This is an optimization exercise on Yosys and OpenROAD, whose aim is small area and a short achievable clock period, not a production implementation. Only simulation tests tie the RTL to the original design; equivalence was not proved. Power is estimated from default activity; no workload was simulated.

Design platform_interrupt_controller, start of the top module:
module platform_interrupt_controller #(
   parameter int NUM_HARTS   = plic_pkg::DEF_NUM_HARTS,
   parameter int NUM_SOURCES = plic_pkg::DEF_NUM_SOURCES
) (
   input  logic                             clock,
   input  logic                             reset,
   input  logic                             start,
   output logic                             busy,
   input  logic [plic_pkg::CMD_W-1:0]       req_command,
   input  logic [plic_pkg::OFFSET_W-1:0]    req_offset,
   input  logic [plic_pkg::DATA_W-1:0]      req_write_data,
   input  logic [plic_pkg::SRC_W-1:0]       req_irq_source,
   input  logic                             req_irq_level,
   output logic                             rsp_strobe,
   output logic [plic_pkg::DATA_W-1:0]      rsp_read_data,
   output logic                             rsp_access_error,
   output logic [plic_pkg::LINE_W-1:0]      rsp_supervisor_lines,
   output logic [plic_pkg::LINE_W-1:0]      rsp_machine_lines,
   input  logic                             csr_write_enable,
   input  logic [plic_pkg::HARTS_W-1:0]     csr_write_data
);
   localparam int NUM_CTX = 2 * NUM_HARTS;
   logic [NUM_SOURCES-1:1]             pending_ff;
   logic [NUM_SOURCES-1:1]             claimed_ff;
   logic [NUM_SOURCES-1:0][PRIO_W-1:0] prio_ff;
   logic [NUM_CTX-1:0][DATA_W-1:0]     enable_ff;
  ...
For scale: about 1600 cells after synthesis, about 550 flip-flops, about 23000 sq um of cells after synthesis.
make LEC_CHECK=0 CAP_MARGIN=20 CORE_MARGIN=2 CORE_UTILIZATION=55 CTS_CLUSTER_DIAMETER=60 CTS_CLUSTER_SIZE=30 SETUP_SLACK_MARGIN=3.3 SLEW_MARGIN=20 SYNTH_HIERARCHICAL=1 finish   # period 5.5 ns
run.sh (not shown) runs the stock make flow with config.mk's settings and CLKGATE_MAP_FILE= SYNTH_SCRIPT=/design/flow/synth_recipe.tcl, a recipe that flattens the netlist after the stock synthesis.
The starting point produced a clean layout.
==> next run, changes <==
==> flow/flow/run.sh (new file) <==
#!/bin/bash
# The standard layout (standard.sh: the standard flow's synthesis, floorplan, placement,
# CTS, routing), with two changes to how it is made:
#  - CTS adds no dummy loads to balance its clusters;
#  - port buffers are buf_2 instead of the delay cells buffer_ports picks.
# ORFS writes each step's full log under orfs/logs/; make's own output goes
# to standard_flow.log here.
set -euo pipefail
WORK="$(cd "$(dirname "${BASH_SOURCE[0]}")/.." && pwd)"
cd "$WORK"
bash standard.sh \
  "CTS_ARGS=-sink_clustering_enable -repair_clock_nets -sink_clustering_size 30 -sink_clustering_max_diameter 60 -dont_use_dummy_load" \
  "BUFFER_PORTS_ARGS=-buffer_cell sky130_fd_sc_hd__buf_2" \
  finish > "$WORK/standard_flow.log" 2>&1
test -f "$WORK/out/final.def"
==> flow/standard.sh (new file) <==
#!/bin/bash
# synth_recipe.tcl (not shown) runs the flow's synth.tcl, then flattens the netlist and writes it again
# the make line also repeats each setting of config.mk as NAME=value (left out here)
make -C /OpenROAD-flow-scripts/flow DESIGN_CONFIG=/design/flow/config.mk WORK_HOME=/design/flow/orfs CLKGATE_MAP_FILE= SYNTH_SCRIPT=/design/flow/synth_recipe.tcl "${@:-finish}"
removed: flow/run.sh
=>
- wire length is lower slightly
- clock power came out lower by about a fifth
- combinational power went down by a few percent
- hold slack is about the same
- final area is lower by a few percent
- setup slack degrades by 7.4 ps
- utilization drops by 2.7 points

Setup of exp/nickel:
Another version of the RTL of platform_interrupt_controller (not shown whole).
For scale: ~1,700 cells after synthesis, ~120 I/O pins, roughly 23,000 um^2 of cells after synthesis.
export LEC_CHECK = 0
export CAP_MARGIN = 20
export CORE_MARGIN = 2
export CORE_UTILIZATION = 40
export SLEW_MARGIN = 20
create_clock -name core_clock -period 5.5 [get_ports {clock}]
Stock flow here: none of the scripts above is used.
Here is what was changed in the inputs of exp/umber compared with exp/nickel.
Settings: setting SETUP_SLACK_MARGIN to 3.3 for the first time.
--- outcome ---
- exp/umber ends up with higher worst slew slack as a fraction of its limit than exp/nickel does.
- Comparing area added between synthesis and finish for exp/nickel and exp/umber, the smaller number came from exp/nickel.
- Antenna diode count ended up 2 lower on exp/umber than on exp/nickel.
- Compared with exp/nickel, exp/umber shows cell area reported after detailed placement higher by 0.64%.
- Design area of exp/umber exceeds that of exp/nickel by a little under 10%.
- Non-clock buffer count delta for exp/umber relative to exp/nickel: 131 higher

Another version of the RTL of platform_interrupt_controller (not shown whole).
Size: about 1800 cells after synthesis, about 120 I/O pins, roughly 23000 um2 of cells after synthesis.
Design platform_interrupt_controller, start of the top module:
module platform_interrupt_controller #(
   parameter int NUM_HARTS   = plic_pkg::DEF_NUM_HARTS,
   parameter int NUM_SOURCES = plic_pkg::DEF_NUM_SOURCES
) (
   input  logic                             clock,
   input  logic                             reset,
   input  logic                             start,
   output logic                             busy,
   input  logic [plic_pkg::CMD_W-1:0]       req_command,
   input  logic [plic_pkg::OFFSET_W-1:0]    req_offset,
   input  logic [plic_pkg::DATA_W-1:0]      req_write_data,
   input  logic [plic_pkg::SRC_W-1:0]       req_irq_source,
   input  logic                             req_irq_level,
   output logic                             rsp_strobe,
   output logic [plic_pkg::DATA_W-1:0]      rsp_read_data,
   output logic                             rsp_access_error,
   output logic [plic_pkg::LINE_W-1:0]      rsp_supervisor_lines,
   output logic [plic_pkg::LINE_W-1:0]      rsp_machine_lines,
   input  logic                             csr_write_enable,
   input  logic [plic_pkg::HARTS_W-1:0]     csr_write_data
);
clock: 5.5 ns
lec_check: 0
cap_margin: 20
core_margin: 2
core_utilization: 65
cts_cluster_diameter: 60
cts_cluster_size: 30
setup_slack_margin: 3.3
slew_margin: 20
synth_hierarchical: 1
standard.sh (not shown) runs the stock make flow with config.mk's settings and CLKGATE_MAP_FILE= SYNTH_SCRIPT=/design/flow/synth_recipe.tcl, a recipe that flattens the netlist after the stock synthesis.
==> flow/flow/run.sh <==
#!/bin/bash
# The standard layout (standard.sh: the standard flow's synthesis, floorplan, placement,
# CTS, routing), with two changes to how it is made:
#  - CTS adds no dummy loads to balance its clusters;
#  - port buffers are buf_1 instead of the delay cells buffer_ports picks.
# ORFS writes each step's full log under orfs/logs/; make's own output goes
# to standard_flow.log here.
set -euo pipefail
WORK="$(cd "$(dirname "${BASH_SOURCE[0]}")/.." && pwd)"
cd "$WORK"
bash standard.sh \
  "CTS_ARGS=-sink_clustering_enable -repair_clock_nets -sink_clustering_size 30 -sink_clustering_max_diameter 60 -dont_use_dummy_load" \
  "BUFFER_PORTS_ARGS=-buffer_cell sky130_fd_sc_hd__buf_1" \
  finish > "$WORK/standard_flow.log" 2>&1
test -f "$WORK/out/final.def"
The starting point produced a clean layout.
Then changed:
==> flow/flow/run.sh (replaced) <==
#!/bin/bash
# The standard layout (standard.sh: the standard flow's synthesis, floorplan, placement,
# CTS, routing), with two changes to how it is made:
#  - CTS adds no dummy loads to balance its clusters;
#  - port buffers are buf_2 instead of the delay cells buffer_ports picks.
# ORFS writes each step's full log under orfs/logs/; make's own output goes
# to standard_flow.log here.
set -euo pipefail
WORK="$(cd "$(dirname "${BASH_SOURCE[0]}")/.." && pwd)"
cd "$WORK"
bash standard.sh \
  "CTS_ARGS=-sink_clustering_enable -repair_clock_nets -sink_clustering_size 30 -sink_clustering_max_diameter 60 -dont_use_dummy_load" \
  "BUFFER_PORTS_ARGS=-buffer_cell sky130_fd_sc_hd__buf_2" \
  finish > "$WORK/standard_flow.log" 2>&1
test -f "$WORK/out/final.def"
- CORE_UTILIZATION: 65 -> 55
Die area rose by about 18%. Combinational power rose by about 3%. Worst hold slack gets better by 0.016 ns. First-iteration DRC count fell by 22%. Cell area rose by 1.3%. Clock power barely changes. Power stays flat. Cell count rose by 3.2%. Area after synthesis does not change. Sequential power hardly moves.

==> port drivers added, routing unchanged <==
The flow's constraints put no driver on any port. The routed layouts listed below were extracted and timed again, unchanged, in two steps. Step 1: set_driving_cell puts a clkbuf_16 on clock and a buf_2 on each other input, an assumption about the parent block. Step 2 adds t to the input delays and takes it off the output delays; t is the mean of the earliest and latest rising clock arrival at the registers after step 1. Input paths then give back, and output paths get back, about the clock's delay inside the block. a / b / c = ideal / step 1 / step 2; a / b = the first two.
run | t (ns) | setup WS [ns] | latest minus earliest clock arrival (ns) | slew at the worst register clock pin (ns)
the first run of note 1 | 0.623 | 3.203 / 3.203 / 2.653 | 0.037 / 0.036 | 0.09 / 0.09
the second run of note 1 | 0.605 | 3.195 / 3.195 / 2.681 | 0.054 / 0.055 | 0.09 / 0.09
exp/nickel | 0.683 | 1.645 / 1.645 / 1.645 | 0.036 / 0.036 | 0.07 / 0.07
exp/umber | 0.683 | 2.964 / 2.964 / 2.538 | 0.033 / 0.033 | 0.07 / 0.07
the first run of note 3 | 0.613 | 3.282 / 3.268 / 2.750 | 0.056 / 0.056 | 0.10 / 0.10
the second run of note 3 | 0.619 | 3.288 / 3.267 / 2.769 | 0.035 / 0.035 | 0.09 / 0.09
After both steps setup and hold are still met in every run listed. For the first run of note 1, which loses most, drivers alone change the setup slack by 0.000 ns; drivers and shift together by -0.550 ns.
